What follows belongs to an exercise in optimizing a design on an open flow for small area and a short achievable clock period; a production flow would make more cautious choices.
Only simulation tests tie the RTL to the original design; equivalence was not proved.
Power and IR drop assume default switching activity.

## indigo
Design mips_core, start of the top module:
module mips_core #(
  parameter logic [31:0] RESET_PC = 32'hbfc0_0000
) (
  input  logic            clk,
  input  logic            reset_i,
  input  logic            stall_i,
  output logic [31:0]     rom_addr_o,
  input  logic [31:0]     rom_read_data_i,
  output logic            debug_wb_en_o,
  output logic [4:0]      debug_wb_addr_o,
  output logic [31:0]     debug_wb_data_o,
  output logic [31:0]     debug_wb_pc_o
);
make LEC_CHECK=0 ABC_AREA=1 CAP_MARGIN=20 CELL_PAD_IN_SITES_DETAIL_PLACEMENT=1 CELL_PAD_IN_SITES_GLOBAL_PLACEMENT=1 CORE_MARGIN=2 CORE_UTILIZATION=34 CTS_CLUSTER_DIAMETER=60 CTS_CLUSTER_SIZE=24 PLACE_DENSITY=0.55 SETUP_SLACK_MARGIN=2.1 SLEW_MARGIN=20 TNS_END_PERCENT=20 finish   # period 4.8 ns
run.sh (not shown) runs the stock make flow with config.mk's settings and CLKGATE_MAP_FILE= SYNTH_SCRIPT=/design/flow/synth_recipe.tcl, a recipe that flattens the netlist after the stock synthesis.
The inputs of sierra differ from those of indigo as listed below.
Settings: swapping 34 for 38 in CORE_UTILIZATION; swapping 20 for 10 in TNS_END_PERCENT; swapping 2.1 for 1.9 in SETUP_SLACK_MARGIN; swapping 0.55 for 0.6 in PLACE_DENSITY.
indigo and sierra all finish clean.
sierra ends up with a first-iteration DRC count that is 322 lower than in indigo.
Taking indigo as the reference, in sierra source-to-sink clock delay at the later pin of the worst-skew pair fell 0.02 ns; final design instance area without fill fell 6.5%; tap cell count fell 11%; post-route fraction of the period consumed by the critical path rose 4.4 points.
What maple does differently from sierra at the input level:
Settings: swapping 1.9 for 1.7 in SETUP_SLACK_MARGIN.
Results
Min area of the multi-input gates across maple and sierra: maple
maple against sierra: routed wire length lost 3.5%, final cell count lost 144, number of nets in the layout lost 145, clock edge transition at the registers on the reported setup and hold paths picked up an extra 0.02 ns, switching power of the nets lost 0.00018 W.
## Diff of input files: amber against maple
Settings: SETUP_SLACK_MARGIN now 2.2, was 1.7; CORE_UTILIZATION now 34, was 38; TNS_END_PERCENT now 30, was 10; PLACE_DENSITY now 0.55, was 0.6.
==> results.txt <==
- Reported for maple and amber, number of library cell types mapped by synthesis turned out identical to the last digit.
- Compared with maple, amber shows a worst setup slack that is 0.33 ns higher.
- A start point of the critical path of f_rt_hi[0] is what maple shows, while f_rs_hi[1] belongs to amber.
- Relative to maple, amber degrades leakage power total.
- Compared with maple, amber shows a later-pin clock latency in the skew report that is 0.03 ns higher.
- Status | maple and amber | clean

========
mips_core, a different RTL version from the one above (not shown whole).
For scale: roughly 6000 cells after synthesis, roughly 1300 flip-flops, ~140 I/O pins, ~0.061 mm^2 of cells after synthesis.
clock: 4.8 ns
lec_check: 0
abc_area: 1
cap_margin: 20
cell_pad_in_sites_detail_placement: 1
core_margin: 2
core_utilization: 30
cts_cluster_diameter: 60
cts_cluster_size: 24
place_density: 0.5
setup_slack_margin: 1.9
slew_margin: 20
tns_end_percent: 10
Change:
Settings changed: CELL_PAD_IN_SITES_GLOBAL_PLACEMENT set to 1, CORE_UTILIZATION 30 to 34, PLACE_DENSITY 0.5 to 0.55, SETUP_SLACK_MARGIN 1.9 to 2.0, TNS_END_PERCENT 10 to 20.
Outcome: The changed run completed with no timing, DRC or antenna violations; synthesized area stays the same; die area went down by about 12%; final area went up by about 5%; worst setup slack gains 0.16 ns; non-clock buffer count went up by 114; power went up by 6.1%; global-route usage went up by 6.1 points; via count went up by about 1.8%.
Change:
Settings changed: CORE_UTILIZATION 34 to 38, PLACE_DENSITY 0.55 to 0.6, SETUP_SLACK_MARGIN 2.0 to 1.9, TNS_END_PERCENT 20 to 10.
Effect: Design area is lower by a few percent. Sequential share of layout area is higher by 3.3 points. Via count is lower by a few percent.

-- what the ideal ports hide --
The results above use ideal ports. As a check the final layouts listed here were re-extracted and re-timed, cells and wires unchanged.
Step 1, drivers: a clkbuf_16 drives clk and a buf_2 each remaining input, both assumed.
Step 2 adds t to the input delays and takes it off the output delays; t is the mean of the earliest and latest rising clock arrival at the registers after step 1. Input paths then give back, and output paths get back, about the clock's delay inside the block.
Three values: no drivers, after step 1, after step 2; two values: the first two.
| run | shift t [ns] | setup slack, ns | hold WS [ns] | worst register clock-pin slew, ns | cell pins on the clock port's net |
|---|---|---|---|---|---|
| indigo | 0.876 | 1.774 / 1.774 / 1.489 | 0.482 / 0.482 / 0.482 | 0.09 / 0.09 | 1 |
| sierra | 0.869 | 1.565 / 1.470 / 1.251 | 0.477 / 0.477 / 0.477 | 0.09 / 0.09 | 1 |
| maple | 0.849 | 1.424 / 1.424 / 1.424 | 0.484 / 0.484 / 0.484 | 0.09 / 0.09 | 1 |
| amber | 0.885 | 1.751 / 1.751 / 1.539 | 0.475 / 0.475 / 0.475 | 0.09 / 0.09 | 1 |
| the first run of note 2 | 0.876 | 1.646 / 1.646 / 1.234 | 0.479 / 0.479 / 0.479 | 0.09 / 0.09 | 1 |
| the second run of note 2 | 0.909 | 1.804 / 1.804 / 1.417 | 0.469 / 0.469 / 0.469 | 0.09 / 0.09 | 1 |
| the third run of note 2 | 0.859 | 1.631 / 1.631 / 1.265 | 0.479 / 0.479 / 0.479 | 0.10 / 0.10 | 1 |
After both steps setup and hold are still met in every run listed. For the first run of note 2, which loses most, drivers alone change the setup slack by 0.000 ns; drivers and shift together by -0.412 ns.
